This design comes from an exercise in tuning for small area and few clock cycles per item on the open sky130 flow, not from production work.
The RTL was checked by simulation tests, not by an equivalence proof against the original design.
Power and IR drop assume default switching activity.

==> flow/design.v <==
module lse_add_pipe (
   input  logic        clk,
   input  logic        rst_n,
   input  logic        in_valid,
   output logic        in_ready,
   input  logic [23:0] in_a,
   input  logic [23:0] in_b,
   input  logic [1:0]  in_mode,
   output logic        out_valid,
   input  logic        out_ready,
   output logic [23:0] out_result,
   input  logic        lut_we,
   input  logic [6:0]  lut_addr,
   input  logic [9:0]  lut_wdata,
   output logic [31:0] stat_ops,
   output logic [31:0] stat_sat
);
   localparam logic [23:0] NEG_INF = 24'h800000;
   logic [24:0] w_diff;
   logic        w_a_ninf, w_b_ninf, w_full, w_small, w_cor_en, w_pick_full;
   logic [6:0]  w_idx;
   logic [3:0]  w_pick6, w_pick;
   logic [1:0]  w_pick12;
   logic [23:0] w_sel;
   assign w_diff   = {in_a[23], in_a} - {in_b[23], in_b};
   assign w_a_ninf = (in_a == NEG_INF);
   assign w_b_ninf = (in_b == NEG_INF);
   assign w_full   = (in_mode == 2'b00) || (in_mode == 2'b11);
   assign w_small  = (w_diff[24:7] == '0) || ((w_diff[24:7] == '1) && (w_diff[6:0] != '0));
   assign w_idx    = w_diff[24] ? 7'(-w_diff[6:0]) : w_diff[6:0];
   assign w_cor_en = w_full && !w_a_ninf && !w_b_ninf && w_small;
   assign w_pick_full = w_a_ninf ? 1'b1 : w_b_ninf ? 1'b0 : w_diff[24];
   logic [7:0]  w_ohi;
   logic [15:0] w_olo;
   assign w_ohi = w_cor_en ? 8'(1) << w_idx[6:4] : '0;
   assign w_olo = 16'(1) << w_idx[3:0];
   always_comb begin
      for (int l = 0; l < 4; l++) begin
         if (in_a[l*6 +: 6] == 6'h20)      w_pick6[l] = 1'b1;
         else if (in_b[l*6 +: 6] == 6'h20) w_pick6[l] = 1'b0;
         else w_pick6[l] = !($signed(in_a[l*6 +: 6]) > $signed(in_b[l*6 +: 6]));
      end
      for (int l = 0; l < 2; l++) begin
         if (in_a[l*12 +: 12] == 12'h800)      w_pick12[l] = 1'b1;
         else if (in_b[l*12 +: 12] == 12'h800) w_pick12[l] = 1'b0;
         else w_pick12[l] = !($signed(in_a[l*12 +: 12]) > $signed(in_b[l*12 +: 12]));
      end
      case (in_mode)
         2'b01:   w_pick = w_pick6;
         2'b10:   w_pick = {w_pick12[1], w_pick12[1], w_pick12[0], w_pick12[0]};
         default: w_pick = {4{w_pick_full}};
      endcase
      for (int c = 0; c < 4; c++) w_sel[c*6 +: 6] = w_pick[c] ? in_b[c*6 +: 6] : in_a[c*6 +: 6];
   end
   logic r_vld1, r_vld2;
   logic w_s2_load, w_s1_load;
   assign w_s2_load = !r_vld2 || out_ready;
   assign w_s1_load = !r_vld1 || w_s2_load;
   assign in_ready  = w_s1_load;
   assign out_valid = r_vld2;
   always_ff @(posedge clk or negedge rst_n) begin
      if (!rst_n) begin
         r_vld1 <= 1'b0;
         r_vld2 <= 1'b0;
      end else begin
         if (w_s1_load) r_vld1 <= in_valid;
         if (w_s2_load) r_vld2 <= r_vld1;
      end
   end
   logic [23:0] r_sel1;
   logic [7:0]  r_ohi;
   logic [15:0] r_olo;
   logic        r_cor_en;
   always_ff @(posedge clk) begin
      if (w_s1_load && in_valid) begin
         r_sel1   <= w_sel;
         r_ohi    <= w_ohi;
         r_olo    <= w_olo;
         r_cor_en <= w_cor_en;
      end
   end
   logic         r_g, r_clr;
   logic [9:0]   r_q [128];
   logic [127:0] w_w, w_wn;
   logic [9:0]   w_c;
   always_ff @(posedge clk or negedge rst_n) begin
      if (!rst_n) r_g <= 1'b1;
      else        r_g <= !r_g;
   end
   always_ff @(posedge clk or negedge rst_n) begin
      if (!rst_n) r_clr <= 1'b1;
      else        r_clr <= 1'b0;
   end
   logic [7:0]  w_whi, w_ahi;
   logic [15:0] w_wlo, w_alo;
   always_comb begin
      for (int i = 0; i < 8; i++) begin
         w_ahi[i] = (lut_addr[6:4] == 3'(i));
         w_whi[i] = r_clr || (lut_we && w_ahi[i]);
      end
      for (int i = 0; i < 16; i++) begin
         w_alo[i] = (lut_addr[3:0] == 4'(i));
         w_wlo[i] = r_clr || w_alo[i];
      end
      for (int k = 0; k < 128; k++) begin
         w_w[k]  = w_whi[k/16] && w_wlo[k%16];
         w_wn[k] = !(w_ahi[k/16] && w_alo[k%16]);
      end
      for (int j = 0; j < 10; j++)
         w_c[j] = r_clr ? r_g : lut_we ? (lut_wdata[j] ^ r_g) : 1'b1;
   end
   always_ff @(posedge clk) begin
      for (int k = 0; k < 128; k++)
         for (int j = 0; j < 10; j++)
            r_q[k][j] <= !((w_w[k] || r_q[k][j]) && (w_wn[k] || w_c[j]));
   end
   logic [9:0] w_grp [8];
   logic [9:0] w_or, w_corr;
   always_comb begin
      for (int i = 0; i < 8; i++) begin
         w_grp[i] = '0;
         for (int j = 0; j < 16; j++)
            w_grp[i] = w_grp[i] | ({10{r_olo[j]}} & r_q[i*16 + j]);
      end
      w_or = '0;
      for (int i = 0; i < 8; i++) w_or = w_or | ({10{r_ohi[i]}} & w_grp[i]);
      w_corr = w_or ^ {10{r_g & r_cor_en}};
   end
   logic [10:0] w_lo;
   logic        w_sat;
   always_comb begin
      logic [9:0] p, gg, pp, gg_n, pp_n;
      p  = r_sel1[9:0] ^ w_corr;
      gg = r_sel1[9:0] & w_corr;
      pp = p;
      for (int s = 1; s < 10; s = s * 2) begin
         gg_n = gg;
         pp_n = pp;
         for (int i = s; i < 10; i++) begin
            gg_n[i] = gg[i] | (pp[i] & gg[i-s]);
            pp_n[i] = pp[i] & pp[i-s];
         end
         gg = gg_n;
         pp = pp_n;
      end
      w_lo = {gg[9], p ^ {gg[8:0], 1'b0}};
   end
   assign w_sat = w_lo[10] && !r_sel1[23] && (&r_sel1[22:10]);
   logic [13:0] r_hi;
   logic [9:0]  r_lo;
   logic        r_c10, r_sat;
   always_ff @(posedge clk) begin
      if (w_s2_load && r_vld1) begin
         r_hi  <= r_sel1[23:10];
         r_lo  <= w_lo[9:0];
         r_c10 <= w_lo[10];
         r_sat <= w_sat;
      end
   end
   logic [13:0] w_hi;
   assign w_hi       = r_c10 ? r_hi + 1'b1 : r_hi;
   assign out_result = r_sat ? 24'h7FFFFF : {w_hi, r_lo};
   logic [31:0] r_ops, r_nsat;
   always_ff @(posedge clk or negedge rst_n) begin
      if (!rst_n) begin
         r_ops  <= '0;
         r_nsat <= '0;
      end else if (r_vld2 && out_ready) begin
         r_ops <= r_ops + 1'b1;
         if (r_sat) r_nsat <= r_nsat + 1'b1;
      end
   end
   assign stat_ops = r_ops;
   assign stat_sat = r_nsat;
endmodule
module lse_add_top (
   input  logic        clk,
   input  logic        rst_n,
   input  logic        in_valid,
   output logic        in_ready,
   input  logic [23:0] in_a,
   input  logic [23:0] in_b,
   input  logic [1:0]  in_mode,
   output logic        out_valid,
   input  logic        out_ready,
   output logic [23:0] out_result,
   input  logic        lut_we,
   input  logic [6:0]  lut_addr,
   input  logic [9:0]  lut_wdata,
   output logic [31:0] stat_ops,
   output logic [31:0] stat_sat
);
   lse_add_pipe u_pipe (
      .clk(clk), .rst_n(rst_n),
      .in_valid(in_valid), .in_ready(in_ready), .in_a(in_a), .in_b(in_b), .in_mode(in_mode),
      .out_valid(out_valid), .out_ready(out_ready), .out_result(out_result),
      .lut_we(lut_we), .lut_addr(lut_addr), .lut_wdata(lut_wdata),
      .stat_ops(stat_ops), .stat_sat(stat_sat)
   );
endmodule
==> flow/run.sh <==
#!/bin/bash
# synth_recipe.tcl (not shown) runs the flow's synth.tcl, then flattens the netlist and writes it again
# the make line also repeats each setting of config.mk as NAME=value (left out here)
make -C /OpenROAD-flow-scripts/flow DESIGN_CONFIG=/design/flow/config.mk WORK_HOME=/design/flow/orfs CLKGATE_MAP_FILE= SYNTH_SCRIPT=/design/flow/synth_recipe.tcl finish
==> flow/config.mk <==
export PLATFORM = sky130hd
export DESIGN_NAME = lse_add_top
export DESIGN_NICKNAME = lse_add_top
export VERILOG_FILES = /design/flow/design.v
export SDC_FILE = /design/flow/constraint.sdc
export NUM_CORES = 4
export LEC_CHECK = 0
export CAP_MARGIN = 20
export CORE_MARGIN = 2
export CORE_UTILIZATION = 40
export SLEW_MARGIN = 20
==> flow/constraint.sdc <==
create_clock -name core_clock -period 5.0 [get_ports {clk}]
set_input_delay 1.0000 -clock core_clock [delete_from_list [all_inputs] [get_ports {clk}]]
set_output_delay 1.0000 -clock core_clock [all_outputs]
set_load 0.01 [all_outputs]
==> flow_summary.json, run 1 <==
{
  "die_h_um": 364,
  "grt_pass1_wl_um": 312000,
  "cts_buffer_depth": 3,
  "core-area_sq_mm": 0.129,
  "drcViolationCount": 0,
  "power_density_mw_per_mm2": 480,
  "end_kind": "flop",
  "drtIter0Drc": 6945,
  "start_kind": "flop",
  "post-route-period-util_pct": 95.9,
  "ys_ff_latch": 1423,
  "cts_tree": "done",
  "via_per_inst": 6.84,
  "wirelength_um": 216000,
  "setup_violations": 0,
  "synth_edf_count": 75,
  "seq_area_frac_synth_pct": 57.0,
  "cpMostUsedCell": "a21oi_1",
  "vias": 47700,
  "worst_ir_drop_vdd_uv": 360,
  "final_common_cell": "o22ai_1",
  "io-pin-count": 162,
  "holdCritPathClass": "in -> async",
  "cp-startpoint": "u_pipe.r_olo[1]$_SDFFCE_PP0P_",
  "cts_buffers": 144,
  "port_buffers": 161,
  "cap_violations": 0,
  "leakage_nw": 22.5,
  "layout.nets": 5242,
  "slew_violations": 0,
  "status": "finished clean",
  "die_x_um": 364,
  "cts.sink_count": 1423,
  "fin_hold_ws_ns": 0.352,
  "gp_congestion": 0.949,
  "grt_antenna_before_repair": 9,
  "finalSetupTns_ns": 0,
  "place_area_sq_mm": 0.0565,
  "grt_usage_pct": 31.5,
  "drive_gt1_share_pct": 10.1,
  "synthCells": 4958,
  "yosys_warnings": 3,
  "synthTopCellsByArea": "dfxtp_1, o22ai_1, a221oi_1",
  "ys_async_sr_fraction_pct": 4.78,
  "post_drt_wl_per_cell_um": 31.0,
  "cp_max_fo": 40,
  "grt_overflow": 0,
  "cts-hold-fix-buffers": 0,
  "antenna_left": 0,
  "dp_hpwl_um": 136000,
  "clockRootBuffer": "clkbuf_16",
  "synth_cell_types": 86,
  "syn_area_sq_mm": 0.0519,
  "max_freq_ghz": 0.209,
  "fin_cells": 6985,
  "fin_total_pwr_w": 0.0294,
  "synth_top_area_share_pct": 49.4,
  "crit_arrival_ns": 5.31,
  "num_rows": 132,
  "syn-num-nets": 5075,
  "layout.cells.most_common_list": "o22ai_1, dfxtp_1, a22o_1, a221oi_1, nor2_1",
  "worstPathCellList": "buf_4 > a22o_1 > a221oi_1 > nand4_1 > a22oi_2 > nand4_1 > xnor2_1 > ha_1 > a21oi_1 > nor2_1 > nor2_1 > o21bai_1 > a21oi_1 > o21bai_1 > a21oi_1 > o21ai_0 > nor4b_1",
  "synth.avg_cell_area_sq_um": 10.5,
  "h-tree-depth": 4,
  "critPathRequiredTime_ns": 5.51,
  "critical_path_class": "reg -> reg",
  "rsz0062_at_grt": "no",
  "crit_slowest_cell": "edfxtp_1",
  "clock_latency_ns": 0.79,
  "ys.flop_type": "dfxtp_1",
  "dp_cells": 6720,
  "cp_slowest_stage_delay_ns": 0.46,
  "fin_area_sq_mm": 0.0613,
  "synth_largest_area_cell": "dfxtp_1",
  "grt_max_degree": 129,
  "start_util_pct": 40.2,
  "fin_skew_ns": 0.0298,
  "grt_pass1_vias": 45100,
  "dieArea_sq_mm": 0.133,
  "syn2layout_area_growth_pct": 18.2,
  "drtPass1Iterations": 6,
  "clk_pin_slew_ns": 0.06,
  "relSlewSlack_pct": 19.2,
  "hold_viol_final": 0,
  "r2r-start": "u_pipe.r_olo[1]$_SDFFCE_PP0P_",
  "post-route-min-period_ns": 4.80,
  "tightest_slew_ns": 1.21
}
==> area by class of cell <==
cell class	count	area, sq um
Fill cell	11900	67800
Sequential cell	1423	29600
Multi-Input combinational cell	3125	21000
Clock buffer	217	4290
Timing Repair Buffer	375	3660
Tap cell	1742	2180
Clock inverter	36	440
Inverter	56	210
Antenna cell	11	27.5
==> per-layer routing <==
| metal | vias to the layer above | share of wire, % | global-route usage (%) |
|---|---|---|---|
| li1 | 20200 | - | - |
| met4 | 6 | 4.9 | 15.0 |
| met1 | 23600 | 41 | 42.9 |
| met2 | 3266 | 43 | 45.9 |
| met5 | - | 0.022 | 0 |
| met3 | 636 | 12 | 8.57 |
==> sequential cells by signal, indices dropped and copies added (netlist names), 8 cells and up <==
| name | count |
|---|---|
| u_pipe.r_q | 1280 |
| u_pipe.r_lo | 10 |
| u_pipe.r_ohi | 8 |
| u_pipe.r_hi | 14 |
| u_pipe.r_olo | 16 |
| u_pipe.r_ops | 32 |
| u_pipe.r_nsat | 32 |
| u_pipe.r_sel1 | 24 |
==> timing repair <==
action | in CTS | in global routing
buffers inserted | 0 | 1
resized for setup | 0 | 6
setup endpoints to repair | 0 | 3
==> logic make-up after synthesis <==
| family | count (synthesis) | share of synthesized area, % |
|---|---|---|
| other cells | 1 | 0.00723 |
| mux | 29 | 0.615 |
| simple gates | 772 | 7.03 |
| fa+ha+maj | 45 | 1.11 |
| xor+xnor | 107 | 1.81 |
| buf+inv | 410 | 3.00 |
| flops | 1423 | 57.0 |
| compound gates | 2171 | 29.4 |
==> worst paths after layout <==
kind / endpoint / slack, ns / cells past startpoint
min in group core_clock: u_pipe.r_q[117][6]$_DFF_P_ / 0.43 / 1
max: u_pipe.r_sat$_DFFE_PP_ / 0.20 / 17
min reg2reg: u_pipe.r_q[117][6]$_DFF_P_ / 0.43 / 1
max in group asynchronous: u_pipe.r_nsat[4]$_DFFE_PN0P_ / 4.04 / 1
max reg2reg: u_pipe.r_sat$_DFFE_PP_ / 0.20 / 17
min: u_pipe.r_ops[30]$_DFFE_PN0P_ / 0.35 / 1
==> power by group <==
part	leakage, nW	total (W)	internal [W]	switching (W)
logic	7.79	0.00447	0.00179	0.00268
clock network	2.33	0.0109	0.00625	0.00466
registers	12.4	0.0141	0.0131	0.000992
total	22.5	0.0294	0.0211	0.00833
==> Yosys cell counts, types with 15 or more instances <==
master and n:
o22ai_1 1281, mux2_2 23, or2_2 15, buf_1 45
edfxtp_1 75, clkbuf_1 302, xnor2_1 72, a221oi_1 289
nand4_1 112, nor3_1 29, o21ai_0 44, nand3_1 61
nor2_1 250, a22oi_1 107, xor2_1 35, inv_1 56
ha_1 43, dfrtp_1 66, dfxtp_1 1280, and3_1 19
a22o_1 286, nand2_1 210, nand2b_1 19, a21oi_1 76
==> per-stage QoR <==
stage,setup WS (ns),util (%)
floorplan,1.02,-
global placement,0.192,43.8
detailed placement,0.147,43.8
CTS,0.220,47.4
global route,0.0182,47.5
finish,0.205,47.5
==> worst max-delay path, delay by kind of cell (launching register included) <==
| kind | cells | cell delay [ns] |
|---|---|---|
| AO/OA/AOI/OAI | 9 | 2.08 |
| XOR/XNOR | 1 | 0.23 |
| AND/OR/NAND/NOR | 5 | 0.99 |
| buffers and inverters | 1 | 0.37 |
| adder cells (fa/ha/maj) | 1 | 0.35 |
| flip-flops | 1 | 0.46 |
Testbench counts, summed over its fixed seeds: cycles 16,016, items 16,000.
==> inputs of run 2 (changes only) <==
--- a/flow/design.v
+++ b/flow/design.v
@@ -115,35 +115,50 @@
             r_q[k][j] <= !((w_w[k] || r_q[k][j]) && (w_wn[k] || w_c[j]));
    end
+   logic [4:0] w_gn [8][10];    
    logic [9:0] w_grp [8];
+   logic [1:0] w_hn [10];       
    logic [9:0] w_or, w_corr;
-   always_comb begin
-      for (int i = 0; i < 8; i++) begin
-         w_grp[i] = '0;
-         for (int j = 0; j < 16; j++)
-            w_grp[i] = w_grp[i] | ({10{r_olo[j]}} & r_q[i*16 + j]);
-      end
-      w_or = '0;
-      for (int i = 0; i < 8; i++) w_or = w_or | ({10{r_ohi[i]}} & w_grp[i]);
-      w_corr = w_or ^ {10{r_g & r_cor_en}};
-   end
+   for (genvar i = 0; i < 8; i++) begin : g_grp
+      for (genvar b = 0; b < 10; b++) begin : g_bit
+         for (genvar t = 0; t < 5; t++) begin : g_t3
+            lse_aoi222 u_t (
+               .a0(r_olo[3*t]),   .b0(r_q[i*16 + 3*t][b]),
+               .a1(r_olo[3*t+1]), .b1(r_q[i*16 + 3*t + 1][b]),
+               .a2(r_olo[3*t+2]), .b2(r_q[i*16 + 3*t + 2][b]),
+               .y(w_gn[i][b][t]));
+         end
+         assign w_grp[i][b] = !(&w_gn[i][b]) || (r_olo[15] && r_q[i*16 + 15][b]);
+      end
+   end
+   for (genvar b = 0; b < 10; b++) begin : g_hsel
+      for (genvar t = 0; t < 2; t++) begin : g_t3
+         lse_aoi222 u_t (
+            .a0(r_ohi[3*t]),   .b0(w_grp[3*t][b]),
+            .a1(r_ohi[3*t+1]), .b1(w_grp[3*t+1][b]),
+            .a2(r_ohi[3*t+2]), .b2(w_grp[3*t+2][b]),
+            .y(w_hn[b][t]));
+      end
+      assign w_or[b] = !(&w_hn[b]) || (r_ohi[6] && w_grp[6][b]) || (r_ohi[7] && w_grp[7][b]);
+   end
+   assign w_corr = w_or ^ {10{r_g & r_cor_en}};
    logic [10:0] w_lo;
    logic        w_sat;
-   always_comb begin
-      logic [9:0] p, gg, pp, gg_n, pp_n;
-      p  = r_sel1[9:0] ^ w_corr;
-      gg = r_sel1[9:0] & w_corr;
-      pp = p;
-      for (int s = 1; s < 10; s = s * 2) begin
-         gg_n = gg;
-         pp_n = pp;
-         for (int i = s; i < 10; i++) begin
-            gg_n[i] = gg[i] | (pp[i] & gg[i-s]);
-            pp_n[i] = pp[i] & pp[i-s];
+   logic [9:0] w_p, w_g [5], w_pp [5];
+   assign w_p     = r_sel1[9:0] ^ w_corr;
+   assign w_g[0]  = r_sel1[9:0] & w_corr;
+   assign w_pp[0] = w_p;
+   for (genvar l = 0; l < 4; l++) begin : g_pfx
+      localparam int S = 1 << l;
+      for (genvar i = 0; i < 10; i++) begin : g_b
+         if (i >= S) begin : g_op
+            lse_ao21 u_g (.a(w_g[l][i]), .b(w_pp[l][i]), .c(w_g[l][i-S]), .y(w_g[l+1][i]));
+            assign w_pp[l+1][i] = w_pp[l][i] & w_pp[l][i-S];
+         end else begin : g_pass
+            assign w_g[l+1][i]  = w_g[l][i];
+            assign w_pp[l+1][i] = w_pp[l][i];
          end
-         gg = gg_n;
-         pp = pp_n;
-      end
-      w_lo = {gg[9], p ^ {gg[8:0], 1'b0}};
-   end
+      end
+   end
+   assign w_lo = {w_g[4][9], w_p ^ {w_g[4][8:0], 1'b0}};
    assign w_sat = w_lo[10] && !r_sel1[23] && (&r_sel1[22:10]);
    logic [13:0] r_hi;
@@ -173,4 +188,16 @@
    assign stat_ops = r_ops;
    assign stat_sat = r_nsat;
+endmodule
+module lse_aoi222 (
+   input  logic a0, b0, a1, b1, a2, b2,
+   output logic y
+);
+   assign y = !((a0 && b0) || (a1 && b1) || (a2 && b2));
+endmodule
+module lse_ao21 (
+   input  logic a, b, c,
+   output logic y
+);
+   assign y = a || (b && c);
 endmodule
 module lse_add_top (
==> flow/flow/run.sh (new file) <==
#!/bin/bash
# The standard ORFS layout (standard.sh), with two placement/CTS arguments changed:
#  - port buffers use the smallest buffer cell (repair_design still resizes them as needed);
#  - clock tree: clkbuf_8 sink clusters and no dummy loads.
# Every ORFS step keeps its own log under orfs/logs; the make output goes to standard.log.
set -euo pipefail
export BUFFER_PORTS_ARGS="-buffer_cell sky130_fd_sc_hd__buf_1"
export CTS_ARGS="-sink_clustering_enable -repair_clock_nets -sink_clustering_size 18 -sink_clustering_max_diameter 45 -buf_list sky130_fd_sc_hd__clkbuf_8 -dont_use_dummy_load"
bash standard.sh > standard.log 2>&1
==> flow/standard.sh (new file) <==
#!/bin/bash
# synth_recipe.tcl (not shown) runs the flow's synth.tcl, then flattens the netlist and writes it again
# the make line also repeats each setting of config.mk as NAME=value (left out here)
make -C /OpenROAD-flow-scripts/flow DESIGN_CONFIG=/design/flow/config.mk WORK_HOME=/design/flow/orfs CLKGATE_MAP_FILE= SYNTH_SCRIPT=/design/flow/synth_recipe.tcl "${@:-finish}"
--- a/flow/config.mk
+++ b/flow/config.mk
@@ -6,6 +6,11 @@
 export NUM_CORES = 4
 export LEC_CHECK = 0
-export CAP_MARGIN = 20
+export CAP_MARGIN = 10
 export CORE_MARGIN = 2
-export CORE_UTILIZATION = 40
-export SLEW_MARGIN = 20
+export CORE_UTILIZATION = 52
+export CTS_BUF_LIST = sky130_fd_sc_hd__clkbuf_8
+export CTS_CLUSTER_DIAMETER = 45
+export CTS_CLUSTER_SIZE = 18
+export SLEW_MARGIN = 10
+export SYNTH_HIERARCHICAL = 1
+export SYNTH_MINIMUM_KEEP_SIZE = 0
removed: flow/run.sh
==> run 2 against run 1 <==
Still clean. Wire length fell by 13%. Non-clock buffer count decreased by 96. Final cell count shrank 11%. Clock power down 43%. Die area shrank 25%. Synthesized area shrank 2.5%. Core utilization is 9.7 points higher. Critical endpoint unchanged. Largest cell class unchanged.
==> flow_summary.json, run 2 <==
{
  "via_per_inst": 7.31,
  "h-tree-depth": 4,
  "cts_tree": "done",
  "grt_antenna_before_repair": 6,
  "cp_slowest_stage_delay_ns": 0.60,
  "post-route-util_pct": 57.2,
  "final_common_cell": "o22ai_1",
  "drive_gt1_share_pct": 7.02,
  "seq_area_frac_synth_pct": 58.5,
  "critical_path_class": "reg -> reg",
  "muxShareOfSynthArea_pct": 0.628,
  "rsz0062_at_grt": "no",
  "critPathRequiredTime_ns": 5.64,
  "dp_hpwl_um": 117000,
  "status": "finished clean",
  "worst_ir_drop_vdd_uv": 248,
  "sequentialPowerShare_pct": 57.7,
  "port_buffers": 161,
  "fin_area_sq_mm": 0.0552,
  "synthCells": 4715,
  "max_freq_ghz": 0.208,
  "grt_max_degree": 129,
  "synthTopCellsByArea": "dfxtp_1, o22ai_1, a222oi_1",
  "cts.sink_count": 1423,
  "post_cts_buffers": 0,
  "cts-hold-fix-buffers": 0,
  "intPower_w": 0.0170,
  "finalSetupTns_ns": 0,
  "ys_ff_latch": 1423,
  "dieArea_sq_mm": 0.0998,
  "grt_pass1_wl_um": 277000,
  "syn-num-nets": 4831,
  "place_area_sq_mm": 0.0533,
  "clockRootBuffer": "clkbuf_8",
  "slew_violations": 0,
  "ys_async_sr_fraction_pct": 4.78,
  "reg_top3": "u_pipe.r_q: 1280 flops, u_pipe.r_nsat: 32 flops, u_pipe.r_ops: 32 flops",
  "crit_slowest_cell": "a222oi_1",
  "setup_violations": 0,
  "end_kind": "flop",
  "synth_top_area_share_pct": 50.7,
  "synth.avg_cell_area_sq_um": 10.7,
  "drtIter0Drc": 7812,
  "start_kind": "flop",
  "largest_reg_flops": 1280,
  "post-route-period-util_pct": 95.9,
  "post-route-min-period_ns": 4.80,
  "clk_pin_slew_ns": 0.09,
  "crit_arrival_ns": 5.44,
  "combPwrFrac_pct": 16.6,
  "grt_usage_pct": 36.6,
  "io-pin-count": 162,
  "cts_buffers": 141,
  "drtPass1Iterations": 10,
  "cts_buffer_depth": 3,
  "grt_overflow": 0,
  "num_rows": 114,
  "cpMostUsedCell": "and2_1",
  "layout.cells.most_common_list": "o22ai_1, dfxtp_1, a222oi_1, nand2_1, nor2_1",
  "yosys_warnings": 17,
  "synth_cell_types": 89,
  "synthSimpleGateAreaFrac_pct": 7.83,
  "syn2layout_area_growth_pct": 9.19,
  "wirelength_um": 188000,
  "top_register": "u_pipe.r_q",
  "die_h_um": 316,
  "holdCritPathClass": "in -> async",
  "synth_edf_count": 75,
  "switchingPower_w": 0.00721,
  "layout.nets": 5034,
  "cap_violations": 0,
  "synth_top_family_by_area": "compound AO/OA/AOI/OAI gates",
  "worst-path-buf-inv": 2,
  "synth_commonest_cells": "o22ai_1, dfxtp_1, a222oi_1",
  "start_util_pct": 52.4,
  "ys.flop_type": "dfxtp_1",
  "drcViolationCount": 0,
  "relSlewSlack_pct": 5.33,
  "cp_max_fo": 80,
  "antenna_left": 0,
  "leakage_nw": 19.9,
  "synth_fa_ha_area_share_pct": 1.10,
  "core-area_sq_mm": 0.0966,
  "cp_top_family": "compound AO/OA/AOI/OAI gates",
  "synth_largest_area_cell": "dfxtp_1",
  "cts_resized": 0,
  "tightest_slew_ns": 1.42,
  "power_density_mw_per_mm2": 439,
  "syn_area_sq_mm": 0.0506,
  "p_sw_share_pct": 29.7,
  "vias": 45300,
  "worstPathCellList": "buf_12 > a222oi_1 > nand2_1 > a21oi_1 > nand4_1 > a222oi_1 > buf_4 > nand2_1 > a221oi_1 > xor2_1 > ha_1 > and2_1 > and2_1 > and2_1 > a21o_1 > nand4b_1 > nor4_1",
  "gp_congestion": 0.931,
  "synth-xor-area-share_pct": 1.90,
  "post_drt_wl_per_cell_um": 30.3,
  "die_x_um": 316,
  "clkPwrFrac_pct": 25.6,
  "fin_total_pwr_w": 0.0242,
  "fin_skew_ns": 0.114,
  "clock_latency_ns": 0.88,
  "hold_viol_final": 0,
  "synth-compound-area-share_pct": 27.9,
  "grt_pass1_vias": 42100,
  "synth_most_common_cell": "o22ai_1"
}
-- run 2: cell types whose count changed after synthesis, sizes merged, moves of 97 or more --
cell and change:
a221oi -278, a222oi +420, a22o -286, a22oi -104, clkbuf -104, nand2 +97
-- run 2: metrics by stage --
| stage | worst slack, ns | hold slack (ns) | cells |
|---|---|---|---|
| final | 0.203 | 0.336 | 6195 |
| after global routing | 0.00632 | 0.369 | 6195 |
| after CTS | 0.398 | 0.301 | 6191 |
| after detailed placement | 0.489 | 0.426 | 6050 |
| after global placement | 0.508 | 0.417 | 6050 |
| after floorplan | 1.08 | 0.411 | 4715 |
-- run 2: cell families after synthesis --
logic type               Yosys count
AO/OA/AOI/OAI                   2003
flip-flops                      1423
AND/OR/NAND/NOR                  836
buffers and inverters            269
XOR/XNOR                         110
adder cells (fa/ha/maj)           44
multiplexers                      29
other                              1
-- run 2: final cells by class --
type,instances,area [sq um]
flip-flops and latches,1423,29600
fillers,8508,41300
repair buffers,279,1770
inverters,50,188
multi-input cells,3023,20100
diodes,3,7.51
clock buffers,141,1940
well taps,1276,1600
-- run 2: worst paths after layout --
path	slack (ns)	from	endpoint	depth (start not counted)
min reg2reg	0.41	u_pipe.r_sel1[23]$_DFFE_PP_	u_pipe.r_hi[13]$_DFFE_PP_	0
max	0.20	u_pipe.r_olo[12]$_SDFFCE_PN0P_	u_pipe.r_sat$_DFFE_PP_	17
max reg2reg	0.20	u_pipe.r_olo[12]$_SDFFCE_PN0P_	u_pipe.r_sat$_DFFE_PP_	17
min	0.34	rst_n	u_pipe.r_ops[1]$_DFFE_PN0P_	1
max in group asynchronous	3.71	rst_n	u_pipe.r_nsat[3]$_DFFE_PN0P_	2
min in group core_clock	0.39	in_valid	u_pipe.r_vld1$_DFFE_PN0N_	2
-- run 2: Yosys stat by module, one instance, submodules excluded, a selection --
module | times used | cell area, sq um
lse_add_pipe | 1 | 46200
lse_aoi222 | 420 | 10.0
lse_ao21 | 25 | 7.51
-- run 2: per-layer routing --
| metal | share of wire (%) | wire (um) | global-route usage, % |
|---|---|---|---|
| met1 | 41 | 77000 | 51.8 |
| met4 | 4.4 | 8220 | 15.2 |
| met3 | 12 | 22100 | 9.37 |
| met2 | 43 | 80700 | 53.0 |
| met5 | 0.0069 | 13 | 0 |
-- run 2: power groups by stage --
stage          Clock [W]  Combinational [W]  Sequential (W)
2_1_floorplan          0            0.00231          0.0141
3_3_place_gp           0            0.00383          0.0142
3_5_place_dp           0            0.00390          0.0142
4_1_cts          0.00629            0.00391          0.0140
5_1_grt          0.00673            0.00427          0.0141
6_report         0.00621            0.00403          0.0140
Testbench counts of run 2, summed over its fixed seeds: cycles 16,016, items 16,000.
==> inputs of run 3 (changes only) <==
--- a/flow/design.v
+++ b/flow/design.v
@@ -143,5 +143,4 @@
    assign w_corr = w_or ^ {10{r_g & r_cor_en}};
    logic [10:0] w_lo;
-   logic        w_sat;
    logic [9:0] w_p, w_g [5], w_pp [5];
    assign w_p     = r_sel1[9:0] ^ w_corr;
@@ -152,6 +151,6 @@
       for (genvar i = 0; i < 10; i++) begin : g_b
          if (i >= S) begin : g_op
-            lse_ao21 u_g (.a(w_g[l][i]), .b(w_pp[l][i]), .c(w_g[l][i-S]), .y(w_g[l+1][i]));
-            assign w_pp[l+1][i] = w_pp[l][i] & w_pp[l][i-S];
+            lse_pg u_pg (.gh(w_g[l][i]), .ph(w_pp[l][i]), .gl(w_g[l][i-S]), .pl(w_pp[l][i-S]),
+                         .go(w_g[l+1][i]), .po(w_pp[l+1][i]));
          end else begin : g_pass
             assign w_g[l+1][i]  = w_g[l][i];
@@ -161,8 +160,7 @@
    end
    assign w_lo = {w_g[4][9], w_p ^ {w_g[4][8:0], 1'b0}};
-   assign w_sat = w_lo[10] && !r_sel1[23] && (&r_sel1[22:10]);
    logic [13:0] r_hi;
    logic [9:0]  r_lo;
-   logic        r_c10, r_sat;
+   logic        r_c10;
    always_ff @(posedge clk) begin
       if (w_s2_load && r_vld1) begin
@@ -170,10 +168,11 @@
          r_lo  <= w_lo[9:0];
          r_c10 <= w_lo[10];
-         r_sat <= w_sat;
       end
    end
    logic [13:0] w_hi;
+   logic        w_sat;
+   assign w_sat      = r_c10 && !r_hi[13] && (&r_hi[12:0]);
    assign w_hi       = r_c10 ? r_hi + 1'b1 : r_hi;
-   assign out_result = r_sat ? 24'h7FFFFF : {w_hi, r_lo};
+   assign out_result = w_sat ? 24'h7FFFFF : {w_hi, r_lo};
    logic [31:0] r_ops, r_nsat;
    always_ff @(posedge clk or negedge rst_n) begin
@@ -183,5 +182,5 @@
       end else if (r_vld2 && out_ready) begin
          r_ops <= r_ops + 1'b1;
-         if (r_sat) r_nsat <= r_nsat + 1'b1;
+         if (w_sat) r_nsat <= r_nsat + 1'b1;
       end
    end
@@ -195,9 +194,10 @@
    assign y = !((a0 && b0) || (a1 && b1) || (a2 && b2));
 endmodule
-module lse_ao21 (
-   input  logic a, b, c,
-   output logic y
-);
-   assign y = a || (b && c);
+module lse_pg (
+   input  logic gh, ph, gl, pl,
+   output logic go, po
+);
+   assign go = gh || (ph && gl);
+   assign po = ph && pl;
 endmodule
 module lse_add_top (
==> run 3 against run 2 <==
Final cell count decreased by 0.31%. Synthesized area fell by 0.55%. Synthesized cell count is 0.30% lower. First-iteration DRC count decreased by 3.2%. Register-to-register slack got worse by 0.07 ns. Die area decreased by 0.54%. Global-route usage fell by 0.73 points. Sequential power barely moved. Largest power group unchanged. Highest routed layer unchanged.
==> flow_summary.json, run 3 <==
{
  "start_util_pct": 52.2,
  "num_rows": 114,
  "io-pin-count": 162,
  "critical_path_class": "reg -> reg",
  "fin_cells": 6176,
  "max_freq_ghz": 0.205,
  "sequentialPowerShare_pct": 57.7,
  "grt_pass1_vias": 41800,
  "crit_slowest_cell": "a222oi_1",
  "h-tree-depth": 4,
  "cts_buffer_depth": 3,
  "worstPathCellList": "buf_12 > a222oi_1 > nand2_1 > a21oi_1 > nand4_1 > a222oi_1 > buf_4 > nand2_1 > a221oi_1 > xor2_1 > ha_1 > a21o_1 > a21o_1 > a21o_1 > xor2_1",
  "largest_reg_flops": 1280,
  "post-route-period-util_pct": 97.4,
  "switchingPower_w": 0.00716,
  "grt_antenna_before_repair": 6,
  "layout.cells.most_common_list": "o22ai_1, dfxtp_1, a222oi_1, nand2_1, nor2_1",
  "cts_tree": "done",
  "critPathRequiredTime_ns": 5.61,
  "drcViolationCount": 0,
  "fin_area_sq_mm": 0.0550,
  "layout.nets": 5017,
  "drtIter0Drc": 7564,
  "cpMostUsedCell": "a21o_1",
  "worst_ir_drop_vdd_uv": 356,
  "core-area_sq_mm": 0.0963,
  "clock_latency_ns": 0.89,
  "rsz0062_at_grt": "no",
  "gp_congestion": 0.942,
  "crit_arrival_ns": 5.48,
  "antenna_left": 0,
  "wirelength_um": 184000,
  "via_per_inst": 7.26,
  "hold_viol_final": 0,
  "final_common_cell": "o22ai_1",
  "drive_gt1_share_pct": 6.74,
  "cp_slowest_stage_delay_ns": 0.71,
  "synthCells": 4701,
  "cts.sink_count": 1422,
  "start_kind": "flop",
  "die_x_um": 315,
  "grt_overflow": 0,
  "syn2layout_area_growth_pct": 9.33,
  "finalSetupTns_ns": 0,
  "intPower_w": 0.0170,
  "p_sw_share_pct": 29.7,
  "fin_skew_ns": 0.0603,
  "clockRootBuffer": "clkbuf_8",
  "syn-num-nets": 4817,
  "leakage_nw": 19.8,
  "power_density_mw_per_mm2": 439,
  "top_register": "u_pipe.r_q",
  "combPwrFrac_pct": 16.6,
  "holdCritPathClass": "in -> async",
  "synth.avg_cell_area_sq_um": 10.7,
  "cp_max_fo": 80,
  "drtPass1Iterations": 10,
  "grt_pass1_wl_um": 272000,
  "dp_hpwl_um": 114000,
  "end_kind": "flop",
  "fin_total_pwr_w": 0.0241,
  "place_area_sq_mm": 0.0531,
  "tightest_slew_ns": 1.34,
  "yosys_warnings": 17,
  "reg_top3": "u_pipe.r_q: 1280 flops, u_pipe.r_nsat: 32 flops, u_pipe.r_ops: 32 flops",
  "cap_violations": 0,
  "post_cts_buffers": 0,
  "status": "finished clean",
  "dp_cells": 6035,
  "port_buffers": 161,
  "grt_usage_pct": 35.8,
  "post_drt_wl_per_cell_um": 29.8,
  "relSlewSlack_pct": 10.6,
  "cts_buffers": 140,
  "fin_hold_ws_ns": 0.290,
  "grt_max_degree": 129,
  "syn_area_sq_mm": 0.0503,
  "setup_violations": 0,
  "clkPwrFrac_pct": 25.7,
  "dieArea_sq_mm": 0.0992,
  "slew_violations": 0,
  "die_h_um": 315,
  "post-route-min-period_ns": 4.87,
  "clk_pin_slew_ns": 0.09,
  "vias": 44800
}
run 3: metal layers:
layer | part of all wire [%] | up-vias | wire, um | global-route usage (%)
met5 | 0.052 | - | 95 | 0
met4 | 4.4 | 14 | 8170 | 15.9
met3 | 11 | 458 | 20400 | 9.01
met2 | 43 | 2621 | 78900 | 52.0
met1 | 42 | 22100 | 76300 | 50.3
li1 | - | 19600 | - | -
run 3: final timing paths:
kind | slack [ns] | to | depth (start not counted) | from
worst max-delay path | 0.13 | u_pipe.r_lo[8]$_DFFE_PP_ | 15 | u_pipe.r_olo[3]$_SDFFCE_PP0P_
worst min-delay path | 0.29 | u_pipe.r_ops[10]$_DFFE_PN0P_ | 1 | rst_n
worst max register to register | 0.13 | u_pipe.r_lo[8]$_DFFE_PP_ | 15 | u_pipe.r_olo[3]$_SDFFCE_PP0P_
worst min register to register | 0.42 | u_pipe.r_hi[8]$_DFFE_PP_ | 0 | u_pipe.r_sel1[18]$_DFFE_PP_
max in group asynchronous | 3.74 | u_pipe.r_nsat[21]$_DFFE_PN0P_ | 2 | rst_n
min in group core_clock | 0.39 | u_pipe.r_vld1$_DFFE_PN0N_ | 2 | in_valid
run 3: what timing repair did:
action | 4_1_cts | 5_1_grt
hold buffers | 0 | 0
setup endpoints to repair | 0 | 1
resized for setup | 0 | 1
run 3: area by class of cell:
type                            instances  area, sq um
Fill cell                            8513        41300
Sequential cell                      1422        29600
Multi-Input combinational cell       3014        20000
Clock buffer                          140         1930
Timing Repair Buffer                  272         1780
Tap cell                             1276         1600
Inverter                               51          191
Antenna cell                            1         2.50
run 3: worst max-delay path: cells and delay by family, from the launching register on:
family                   cells  cell delay (ns)
AO/OA/AOI/OAI                7             2.42
AND/OR/NAND/NOR              3             0.54
XOR/XNOR                     2             0.36
buffers and inverters        2             0.44
adder cells (fa/ha/maj)      1             0.29
flip-flops                   1             0.42
run 3: stage by stage:
stage,setup WS (ns),utilization [%]
2_1_floorplan,1.04,-
3_3_place_gp,0.273,55.1
3_5_place_dp,0.295,55.1
4_1_cts,0.242,57.1
5_1_grt,0.0470,57.1
6_report,0.130,57.1
run 3: power by group through the flow:
stage | Sequential (W) | Clock (W) | Combinational (W)
floorplan | 0.0140 | 0 | 0.00228
global placement | 0.0141 | 0 | 0.00384
detailed placement | 0.0141 | 0 | 0.00390
CTS | 0.0139 | 0.00625 | 0.00391
global route | 0.0141 | 0.00670 | 0.00425
finish | 0.0139 | 0.00620 | 0.00402
Testbench counts of run 3, summed over its fixed seeds: cycles 16,016, items 16,000.
==> inputs of run 4 (changes only) <==
--- a/flow/config.mk
+++ b/flow/config.mk
@@ -6,11 +6,11 @@
 export NUM_CORES = 4
 export LEC_CHECK = 0
-export CAP_MARGIN = 10
+export CAP_MARGIN = 5
 export CORE_MARGIN = 2
-export CORE_UTILIZATION = 52
+export CORE_UTILIZATION = 55
 export CTS_BUF_LIST = sky130_fd_sc_hd__clkbuf_8
 export CTS_CLUSTER_DIAMETER = 45
 export CTS_CLUSTER_SIZE = 18
-export SLEW_MARGIN = 10
+export SLEW_MARGIN = 5
 export SYNTH_HIERARCHICAL = 1
 export SYNTH_MINIMUM_KEEP_SIZE = 0
==> run 4 against run 3 <==
Still clean on timing, DRC and antenna. Flip-flop and latch count is the same. Power shrank 0.36%. First-iteration DRC count grew 11%. Global-route usage grew 1.2 points. Clock power is essentially flat. Critical path depth grew 1. Register-to-register slack gained 0.19 ns. Core utilization grew 3.7 points. Sequential power is essentially flat. Worst hold slack gained 0.079 ns. Maximum frequency grew 4.1%. Clock skew grew 0.0072 ns. Critical path type unchanged. Critical endpoint is now u_pipe.r_lo[9]$_DFFE_PP_. Largest cell class unchanged. Largest power group unchanged.
==> flow_summary.json, run 4 <==
{
  "post_cts_buffers": 0,
  "core-area_sq_mm": 0.0903,
  "power_density_mw_per_mm2": 438,
  "slew_violations": 0,
  "clock_latency_ns": 0.88,
  "drcViolationCount": 0,
  "dp_cells": 5934,
  "io-pin-count": 162,
  "r2r-start": "u_pipe.r_olo[3]$_SDFFCE_PP0P_",
  "hold_viol_final": 0,
  "die_x_um": 306,
  "critPathRequiredTime_ns": 5.56,
  "finalSetupTns_ns": 0,
  "wirelength_um": 180000,
  "post-route-util_pct": 60.8,
  "end_kind": "flop",
  "setup_ws_ns": 0.321,
  "layout.nets": 5016,
  "fin_hold_ws_ns": 0.369,
  "dieArea_sq_mm": 0.0939,
  "drtIter0Drc": 8380,
  "synth.avg_cell_area_sq_um": 10.7,
  "post_drt_wl_per_cell_um": 29.7,
  "worstPathCellList": "buf_12 > a222oi_1 > nand2_1 > a21oi_1 > nand4_1 > a222oi_1 > buf_4 > nand2_1 > a221oi_1 > xor2_1 > ha_1 > and2_1 > and2_1 > and2_1 > a21o_1 > xor2_1",
  "status": "finished clean",
  "start_kind": "flop",
  "pre_cts_ws_ns": 0.552,
  "cp_slowest_stage_delay_ns": 0.60,
  "worst_ir_drop_vdd_uv": 283,
  "synthCells": 4701,
  "cts_resized": 0,
  "setup_violations": 0,
  "port_buffers": 161,
  "layout.cells.most_common_list": "o22ai_1, dfxtp_1, a222oi_1, nand2_1, nor2_1",
  "final_common_cell": "o22ai_1",
  "fin_cells": 6079,
  "post-route-period-util_pct": 93.6,
  "holdCritPathClass": "in -> async",
  "grt_pass1_wl_um": 266000,
  "crit_slowest_cell": "a222oi_1",
  "cts_buffer_depth": 3,
  "grt_max_degree": 129,
  "num_rows": 110,
  "syn2layout_area_growth_pct": 9.14,
  "via_per_inst": 7.35,
  "cts.sink_count": 1422,
  "gp_congestion": 0.922,
  "dp_hpwl_um": 110000,
  "cts_buffers": 140,
  "relSlewSlack_pct": 5.28,
  "largest_reg_flops": 1280,
  "die_h_um": 306,
  "timing.rr.end": "u_pipe.r_lo[9]$_DFFE_PP_",
  "max_freq_ghz": 0.214,
  "drive_gt1_share_pct": 6.72,
  "r2r_cells": 16,
  "h-tree-depth": 4,
  "cts_tree": "done",
  "grt_overflow": 0,
  "start_util_pct": 55.7,
  "post-route-min-period_ns": 4.68,
  "leakage_nw": 19.8,
  "grt_pass1_vias": 41800,
  "grt_usage_pct": 37.0,
  "grt_antenna_before_repair": 4,
  "cap_violations": 0,
  "reg_top3": "u_pipe.r_q: 1280 flops, u_pipe.r_nsat: 32 flops, u_pipe.r_ops: 32 flops",
  "syn-num-nets": 4817,
  "tightest_slew_ns": 1.42,
  "reg2reg_slack_ns": 0.32,
  "syn_area_sq_mm": 0.0503,
  "top_register": "u_pipe.r_q",
  "drtPass1Iterations": 9,
  "cts-hold-fix-buffers": 0,
  "fin_skew_ns": 0.0674,
  "clockRootBuffer": "clkbuf_8",
  "yosys_warnings": 17,
  "antenna_left": 0,
  "cpMostUsedCell": "and2_1",
  "crit_arrival_ns": 5.24,
  "cp_max_fo": 80,
  "vias": 44700,
  "rsz0062_at_grt": "no",
  "clk_pin_slew_ns": 0.07,
  "critical_path_class": "reg -> reg"
}
==> run 4: worst max-delay path by stage <==
stage | slack [ns] | startpoint | depth (start not counted) | end
6_report | 0.32 | u_pipe.r_olo[3]$_SDFFCE_PP0P_ | 16 | u_pipe.r_lo[9]$_DFFE_PP_
5_1_grt | 0.28 | u_pipe.r_olo[3]$_SDFFCE_PP0P_ | 16 | u_pipe.r_lo[9]$_DFFE_PP_
4_1_cts | 0.55 | u_pipe.r_olo[14]$_SDFFCE_PN0P_ | 16 | u_pipe.r_lo[9]$_DFFE_PP_
3_5_place_dp | 0.55 | in_a[0] | 13 | u_pipe.r_ohi[4]$_SDFFCE_PN0P_
3_3_place_gp | 0.57 | u_pipe.r_olo[3]$_SDFFCE_PP0P_ | 15 | u_pipe.r_lo[9]$_DFFE_PP_
2_1_floorplan | 1.04 | in_a[0] | 12 | u_pipe.r_ohi[0]$_SDFFCE_PP0P_
==> run 4: metal layers <==
metal  GRT usage [%]  share of wire, %
met1            52.5                41
met2            53.5                43
met3            8.45                12
met4            17.1               4.5
met5               0                 0
==> run 4: per-stage QoR <==
| step | instance area (sq um) | total power, W |
|---|---|---|
| 2_1_floorplan | 50300 | 0.0163 |
| 3_3_place_gp | 53000 | 0.0179 |
| 3_5_place_dp | 53000 | 0.0179 |
| 4_1_cts | 54900 | 0.0239 |
| 5_1_grt | 54900 | 0.0249 |
| 6_report | 54900 | 0.0241 |
==> run 4: cell type report <==
class                   count  area [sq um]
well taps                1176          1470
diodes                      5          12.5
repair buffers            271          1810
inverters                  51           191
flip-flops and latches   1422         29600
multi-input cells        3014         19900
fillers                  7695         35400
clock buffers             140          1930
==> run 4: critical path: cells and delay by family (launching register included) <==
kind	cells	cell delay [ns]
AO/OA/AOI/OAI	5	1.73
XOR/XNOR	2	0.33
adder cells (fa/ha/maj)	1	0.30
buffers and inverters	2	0.46
flip-flops	1	0.41
AND/OR/NAND/NOR	6	1.06
==> run 4: power breakdown <==
group	switching, W	total [W]	internal (W)
sequential	0.000865	0.0139	0.0130
combinational	0.00251	0.00397	0.00146
clock	0.00370	0.00619	0.00249
==> inputs of run 5 (changes only) <==
--- a/flow/design.v
+++ b/flow/design.v
@@ -31,8 +31,4 @@
    assign w_cor_en = w_full && !w_a_ninf && !w_b_ninf && w_small;
    assign w_pick_full = w_a_ninf ? 1'b1 : w_b_ninf ? 1'b0 : w_diff[24];
-   logic [7:0]  w_ohi;
-   logic [15:0] w_olo;
-   assign w_ohi = w_cor_en ? 8'(1) << w_idx[6:4] : '0;
-   assign w_olo = 16'(1) << w_idx[3:0];
    always_comb begin
       for (int l = 0; l < 4; l++) begin
@@ -69,15 +65,17 @@
    end
    logic [23:0] r_sel1;
-   logic [7:0]  r_ohi;
-   logic [15:0] r_olo;
+   logic [6:0]  r_idx;
    logic        r_cor_en;
    always_ff @(posedge clk) begin
       if (w_s1_load && in_valid) begin
          r_sel1   <= w_sel;
-         r_ohi    <= w_ohi;
-         r_olo    <= w_olo;
+         r_idx    <= w_idx;
          r_cor_en <= w_cor_en;
       end
    end
+   logic [7:0]  r_ohi;
+   logic [15:0] r_olo;
+   assign r_ohi = r_cor_en ? 8'(1) << r_idx[6:4] : '0;
+   assign r_olo = 16'(1) << r_idx[3:0];
    logic         r_g, r_clr;
    logic [9:0]   r_q [128];
--- a/flow/config.mk
+++ b/flow/config.mk
@@ -6,11 +6,11 @@
 export NUM_CORES = 4
 export LEC_CHECK = 0
-export CAP_MARGIN = 5
+export CAP_MARGIN = 10
 export CORE_MARGIN = 2
-export CORE_UTILIZATION = 55
+export CORE_UTILIZATION = 52
 export CTS_BUF_LIST = sky130_fd_sc_hd__clkbuf_8
 export CTS_CLUSTER_DIAMETER = 45
 export CTS_CLUSTER_SIZE = 18
-export SLEW_MARGIN = 5
+export SLEW_MARGIN = 10
 export SYNTH_HIERARCHICAL = 1
 export SYNTH_MINIMUM_KEEP_SIZE = 0
==> run 5 against run 4 <==
Now fails the layout checks on negative setup slack. Via count fell by 1.7%. Core utilization fell by 3.2 points. Clock skew rose by 0.018 ns. Worst hold slack got worse by 0.027 ns. Worst setup slack worse by 0.41 ns. Register-to-register slack worse by 0.41 ns. Critical path type unchanged. Largest cell class unchanged.
==> flow_summary.json, run 5 <==
{
  "die_h_um": 313,
  "clk_pin_slew_ns": 0.07,
  "final_common_cell": "o22ai_1",
  "fin_skew_ns": 0.0856,
  "relSlewSlack_pct": 15.6,
  "grt_usage_pct": 35.4,
  "drtIter0Drc": 8553,
  "top_register": "u_pipe.r_q",
  "drcViolationCount": 0,
  "post_drt_wl_per_cell_um": 29.7,
  "reg_top3": "u_pipe.r_q: 1280 flops, u_pipe.r_nsat: 32 flops, u_pipe.r_ops: 32 flops",
  "post-route-util_pct": 57.6,
  "start_kind": "flop",
  "grt_overflow": 0,
  "end_kind": "flop",
  "critPathRequiredTime_ns": 5.55,
  "num_rows": 113,
  "dieArea_sq_mm": 0.0980,
  "cp-startpoint": "u_pipe.r_idx[3]$_DFFE_PP_",
  "syn_area_sq_mm": 0.0497,
  "io-pin-count": 162,
  "cp_slowest_stage_delay_ns": 0.91,
  "cts.sink_count": 1405,
  "setup_violations": 1,
  "syn-num-nets": 4738,
  "yosys_warnings": 17,
  "die_x_um": 313,
  "so_faults": "negative setup slack",
  "crit_slowest_cell": "a222oi_1",
  "port_buffers": 161,
  "place_area_sq_mm": 0.0526,
  "core-area_sq_mm": 0.0949,
  "cts_buffer_depth": 3,
  "wirelength_um": 182000,
  "power_density_mw_per_mm2": 438,
  "post-route-period-util_pct": 102,
  "clockRootBuffer": "clkbuf_8",
  "layout.nets": 4969,
  "n_fill_cell": 8357,
  "synthCells": 4622,
  "vias": 43900,
  "grt_pass1_wl_um": 265000,
  "cp_max_fo": 14,
  "holdCritPathClass": "in -> async",
  "via_per_inst": 7.17,
  "start_util_pct": 52.4,
  "layout.cells.most_common_list": "o22ai_1, dfxtp_1, a222oi_1, nand2_1, nor2_1",
  "setup_ws_ns": -0.0936,
  "drive_gt1_share_pct": 7.59,
  "cts_buffers": 138,
  "syn2layout_area_growth_pct": 9.98,
  "cts_tree": "done",
  "multi_input_area_sq_mm": 0.0200,
  "leakage_nw": 19.5,
  "gp_congestion": 0.976,
  "max_freq_ghz": 0.196,
  "clock_latency_ns": 0.84,
  "antenna_left": 0,
  "grt_max_degree": 129,
  "h-tree-depth": 4,
  "post-route-min-period_ns": 5.09,
  "cap_violations": 0,
  "status": "failed layout checks",
  "tightest_slew_ns": 1.27,
  "worstPathCellList": "nand2b_1 > buf_4 > nor2_4 > buf_4 > a222oi_1 > and3_1 > nand4_1 > a222oi_1 > o2111ai_2 > xnor2_1 > ha_1 > and2_1 > and2_1 > a21o_1 > a21o_1 > xor2_1",
  "worst_ir_drop_vdd_uv": 259,
  "fin_area_sq_mm": 0.0546,
  "grt_antenna_before_repair": 2,
  "drtPass1Iterations": 9,
  "critical_path_class": "reg -> reg",
  "dp_hpwl_um": 114000,
  "slew_violations": 0,
  "crit_arrival_ns": 5.64,
  "largest_reg_flops": 1280,
  "hold_viol_final": 0,
  "grt_pass1_vias": 40800,
  "r2r-start": "u_pipe.r_idx[3]$_DFFE_PP_",
  "ff_latch_area_sq_mm": 0.0290,
  "synth.avg_cell_area_sq_um": 10.7
}
-- run 5: report_power, final --
part	switching [W]	leakage, nW	total (W)	internal, W
combinational	0.00250	6.26	0.00397	0.00148
clock	0.00368	0.992	0.00614	0.00246
sequential	0.000912	12.3	0.0138	0.0129
total	0.00709	19.5	0.0239	0.0168
-- run 5: final cells by class --
class	instances	share of cell area (%)
inverter	51	0.350
multi-input combinational	2960	36.6
sequential	1405	53.2
tap	1265	2.90
clock buffer	138	3.48
timing repair buffer	297	3.42
antenna	11	0.0504
-- run 5: per-stage QoR --
step	power (W)	instances	TNS, ns	setup slack, ns	hold WS, ns
CTS	0.0238	6110	0	0.0205	0.333
floorplan	0.0161	4622	0	0.124	0.400
finish	0.0239	6127	-0.0936	-0.0936	0.342
global route	0.0248	6119	-0.00189	-0.00189	0.391
global placement	0.0177	5972	0	0.0613	0.400
detailed placement	0.0178	5972	-0.0193	-0.0193	0.406
-- run 5: worst paths after layout --
kind	endpoint	slack [ns]	depth (start not counted)
max	u_pipe.r_lo[9]$_DFFE_PP_	-0.09	16
min	u_pipe.r_ops[13]$_DFFE_PN0P_	0.34	1
max reg2reg	u_pipe.r_lo[9]$_DFFE_PP_	-0.09	16
min reg2reg	u_pipe.r_hi[6]$_DFFE_PP_	0.39	0
max in group asynchronous	u_pipe.r_nsat[3]$_DFFE_PN0P_	4.00	1
min in group core_clock	u_pipe.r_hi[6]$_DFFE_PP_	0.39	0
-- run 5: routing by layer --
layer	part of all wire [%]	vias up	global-route usage, %	routed length, um
met5	0	-	0	0
met4	5.2	0	18.0	9440
met3	11	467	8.46	19300
met2	43	2549	51.1	77300
met1	42	21500	49.5	75800
li1	-	19400	-	-
-- run 5: worst max-delay path: cells and delay by family (launching register included) --
kind            cells  cell delay (ns)
compound gates      5             2.04
xor+xnor            2             0.35
fa+ha+maj           1             0.35
buf+inv             2             0.45
flops               1             0.47
simple gates        6             1.17
-- run 5: timing repair --
action / 4_1_cts / 5_1_grt
cloned: 0 / 2
gates resized for setup: 2 / 7
hold buffers: 0 / 0
buffers inserted: 0 / 4
setup endpoints to repair: 1 / 1
pin swaps: 1 / 15
Testbench counts of run 5, summed over its fixed seeds: cycles 16,016, items 16,000.
==> inputs of run 6 (changes only) <==
--- a/flow/design.v
+++ b/flow/design.v
@@ -115,5 +115,4 @@
    logic [4:0] w_gn [8][10];    
    logic [9:0] w_grp [8];
-   logic [1:0] w_hn [10];       
    logic [9:0] w_or, w_corr;
    for (genvar i = 0; i < 8; i++) begin : g_grp
@@ -129,13 +128,7 @@
       end
    end
-   for (genvar b = 0; b < 10; b++) begin : g_hsel
-      for (genvar t = 0; t < 2; t++) begin : g_t3
-         lse_aoi222 u_t (
-            .a0(r_ohi[3*t]),   .b0(w_grp[3*t][b]),
-            .a1(r_ohi[3*t+1]), .b1(w_grp[3*t+1][b]),
-            .a2(r_ohi[3*t+2]), .b2(w_grp[3*t+2][b]),
-            .y(w_hn[b][t]));
-      end
-      assign w_or[b] = !(&w_hn[b]) || (r_ohi[6] && w_grp[6][b]) || (r_ohi[7] && w_grp[7][b]);
+   always_comb begin
+      w_or = '0;
+      for (int i = 0; i < 8; i++) w_or = w_or | ({10{r_ohi[i]}} & w_grp[i]);
    end
    assign w_corr = w_or ^ {10{r_g & r_cor_en}};
--- a/flow/flow/run.sh
+++ b/flow/flow/run.sh
@@ -6,4 +6,4 @@
 set -euo pipefail
 export BUFFER_PORTS_ARGS="-buffer_cell sky130_fd_sc_hd__buf_1"
-export CTS_ARGS="-sink_clustering_enable -repair_clock_nets -sink_clustering_size 18 -sink_clustering_max_diameter 45 -buf_list sky130_fd_sc_hd__clkbuf_8 -dont_use_dummy_load"
+export CTS_ARGS="-sink_clustering_enable -repair_clock_nets -sink_clustering_size 22 -sink_clustering_max_diameter 50 -buf_list sky130_fd_sc_hd__clkbuf_8 -dont_use_dummy_load"
 bash standard.sh > standard.log 2>&1
--- a/flow/config.mk
+++ b/flow/config.mk
@@ -10,6 +10,7 @@
 export CORE_UTILIZATION = 52
 export CTS_BUF_LIST = sky130_fd_sc_hd__clkbuf_8
-export CTS_CLUSTER_DIAMETER = 45
-export CTS_CLUSTER_SIZE = 18
+export CTS_CLUSTER_DIAMETER = 50
+export CTS_CLUSTER_SIZE = 22
+export SETUP_SLACK_MARGIN = 0.2
 export SLEW_MARGIN = 10
 export SYNTH_HIERARCHICAL = 1
==> run 6 against run 5 <==
The run now finishes clean. Combinational power is 7.6% higher. Final cell count is 1.0% higher. Sequential share of layout area is 0.45 points lower.
==> flow_summary.json, run 6 <==
{
  "setup_ws_ns": 0.225,
  "cp_slowest_stage_delay_ns": 0.53,
  "grt_util_met3_pct": 8.01,
  "start_kind": "flop",
  "relSlewSlack_pct": 8.56,
  "gp_congestion": 0.963,
  "drtIter0Drc": 7542,
  "cts_buffer_depth": 3,
  "reg_top3": "u_pipe.r_q: 1280 flops, u_pipe.r_nsat: 32 flops, u_pipe.r_ops: 32 flops",
  "yosys_warnings": 16,
  "synthCells": 4650,
  "wirelength_um": 181000,
  "post-route-min-period_ns": 4.78,
  "vias": 44700,
  "critPathRequiredTime_ns": 5.57,
  "r2r-start": "u_pipe.r_idx[1]$_DFFE_PP_",
  "cts.sink_count": 1405,
  "layout.nets": 5031,
  "slew_violations": 0,
  "die_h_um": 313,
  "setup_violations": 0,
  "h-tree-depth": 4,
  "largest_reg_flops": 1280,
  "syn_area_sq_mm": 0.0496,
  "via_per_inst": 7.22,
  "hold_viol_final": 0,
  "layout.cells.most_common_list": "o22ai_1, dfxtp_1, a222oi_1, nand2_1, nor2_1",
  "tightest_slew_ns": 1.37,
  "syn2layout_area_growth_pct": 11.0,
  "drcViolationCount": 0,
  "grt_pass1_vias": 41200,
  "grt_overflow": 0,
  "fin_area_sq_mm": 0.0551,
  "crit_arrival_ns": 5.35,
  "die_x_um": 313,
  "cp-startpoint": "u_pipe.r_idx[1]$_DFFE_PP_",
  "post-route-period-util_pct": 95.5,
  "worst_ir_drop_vdd_uv": 304,
  "start_util_pct": 52.3,
  "holdCritPathClass": "in -> async",
  "power_density_mw_per_mm2": 435,
  "dp_hpwl_um": 112000,
  "finalSetupTns_ns": 0,
  "core-area_sq_mm": 0.0949,
  "busiest_layer": "met2",
  "cp_max_fo": 50,
  "cts_buffers": 131,
  "status": "finished clean",
  "antenna_left": 0,
  "pre_cts_ws_ns": 0.0798,
  "final_common_cell": "o22ai_1",
  "cap_violations": 0,
  "crit_slowest_cell": "edfxtp_1",
  "cts-hold-fix-buffers": 0,
  "cts_tree": "done",
  "r2r_cells": 17,
  "drtPass1Iterations": 8,
  "io-pin-count": 162,
  "end_kind": "flop",
  "rsz0062_at_grt": "no",
  "max_freq_ghz": 0.209,
  "clock_latency_ns": 0.86,
  "post_drt_wl_per_cell_um": 29.2,
  "grt_pass1_wl_um": 264000,
  "place_area_sq_mm": 0.0530,
  "worstPathCellList": "nand2b_4 > nor2_4 > buf_12 > a222oi_1 > and3_1 > nand3_1 > a21oi_1 > o22ai_1 > nor4_4 > xor2_1 > buf_4 > ha_1 > and2_1 > a21o_1 > a21o_1 > a21o_1 > xor2_1",
  "grt_max_degree": 129,
  "top_register": "u_pipe.r_q",
  "leakage_nw": 19.8,
  "clk_pin_slew_ns": 0.09,
  "syn-num-nets": 4766,
  "grt_antenna_before_repair": 9,
  "grt_use_met2_pct": 51.6,
  "num_rows": 113,
  "grt_usage_pct": 35.1,
  "synth.avg_cell_area_sq_um": 10.7,
  "grt_util_met1_pct": 49.3,
  "fin_skew_ns": 0.0787,
  "dieArea_sq_mm": 0.0979,
  "fin_hold_ws_ns": 0.289,
  "cpMostUsedCell": "a21o_1",
  "drive_gt1_share_pct": 8.57,
  "port_buffers": 161,
  "clockRootBuffer": "clkbuf_8",
  "critical_path_class": "reg -> reg"
}
==> run 6: power by group <==
group	total, W	internal, W	switching [W]
registers	0.0138	0.0129	0.000870
clock network	0.00596	0.00234	0.00362
logic	0.00427	0.00163	0.00264
==> run 6: timing repair <==
item                                    4_1_cts  5_1_grt
pin swaps                                     7       12
endpoints found under the setup margin        5        6
gates cloned                                  1        2
gates resized for setup                       5       23
setup buffers                                12        5
==> run 6: layer usage <==
layer / up-vias / part of all wire (%)
met2: 2731 / 43
met4: 2 / 5.0
met5: - / 0.0072
li1: 19500 / -
met3: 456 / 11
met1: 22000 / 41
==> run 6: final cells by class <==
| cell class | count | area [sq um] |
|---|---|---|
| Sequential cell | 1405 | 29000 |
| Inverter | 53 | 199 |
| Clock buffer | 131 | 1800 |
| Timing Repair Buffer | 340 | 2340 |
| Fill cell | 8262 | 39800 |
| Antenna cell | 11 | 27.5 |
| Tap cell | 1265 | 1580 |
| Multi-Input combinational cell | 2984 | 20100 |
==> run 6: final timing paths <==
| check | endpoint | slack [ns] |
|---|---|---|
| worst max register to register | u_pipe.r_lo[9]$_DFFE_PP_ | 0.22 |
| min in group core_clock | u_pipe.r_vld1$_DFFE_PN0N_ | 0.40 |
| max in group asynchronous | u_pipe.r_nsat[10]$_DFFE_PN0P_ | 3.77 |
| worst min register to register | u_pipe.r_hi[10]$_DFFE_PP_ | 0.42 |
| worst min-delay path | u_pipe.r_nsat[27]$_DFFE_PN0P_ | 0.29 |
| worst max-delay path | u_pipe.r_lo[9]$_DFFE_PP_ | 0.22 |
==> run 6: metrics by stage <==
step	power (W)	cells	util, %
2_1_floorplan	0.0162	4650	-
3_3_place_gp	0.0179	6027	55.9
5_1_grt	0.0249	6181	58.1
6_report	0.0240	6189	58.1
4_1_cts	0.0238	6171	57.9
3_5_place_dp	0.0180	6027	55.9
==> run 6: critical path, delay by kind of cell (launching register included) <==
family	cells	cell delay [ns]
AO/OA/AOI/OAI	6	1.59
XOR/XNOR	2	0.38
adder cells (fa/ha/maj)	1	0.25
buffers and inverters	2	0.33
flip-flops	1	0.53
AND/OR/NAND/NOR	6	1.33
Testbench counts of run 6, summed over its fixed seeds: cycles 16,016, items 16,000.

[re-timing with driven ports]
The flow's constraints put no driver on any port. The routed layouts listed below were extracted and timed again, unchanged, in two steps.
Step 1: set_driving_cell puts a clkbuf_16 on clk and a buf_2 on each other input, an assumption about the parent block.
Step 2 also shifts input and output timing later by t, the mid clock arrival at the registers, as if the neighbouring blocks saw the same clock.
a / b / c = ideal ports / drivers / drivers and shift; a / b = the first two.
run	t, ns	setup WS [ns]	cell pins on the clock port's net
run 1	0.846	0.205 / 0.205 / 0.049	1
run 2	0.899	0.203 / 0.203 / 0.203	1
run 3	0.910	0.130 / 0.130 / 0.130	1
run 4	0.892	0.321 / 0.321 / 0.321	1
run 5	0.883	-0.094 / -0.094 / -0.094	1
run 6	0.877	0.225 / 0.225 / 0.225	1
The setup slack of run 1, which loses most, moves by 0.000 ns with the drivers and by -0.156 ns with both steps.
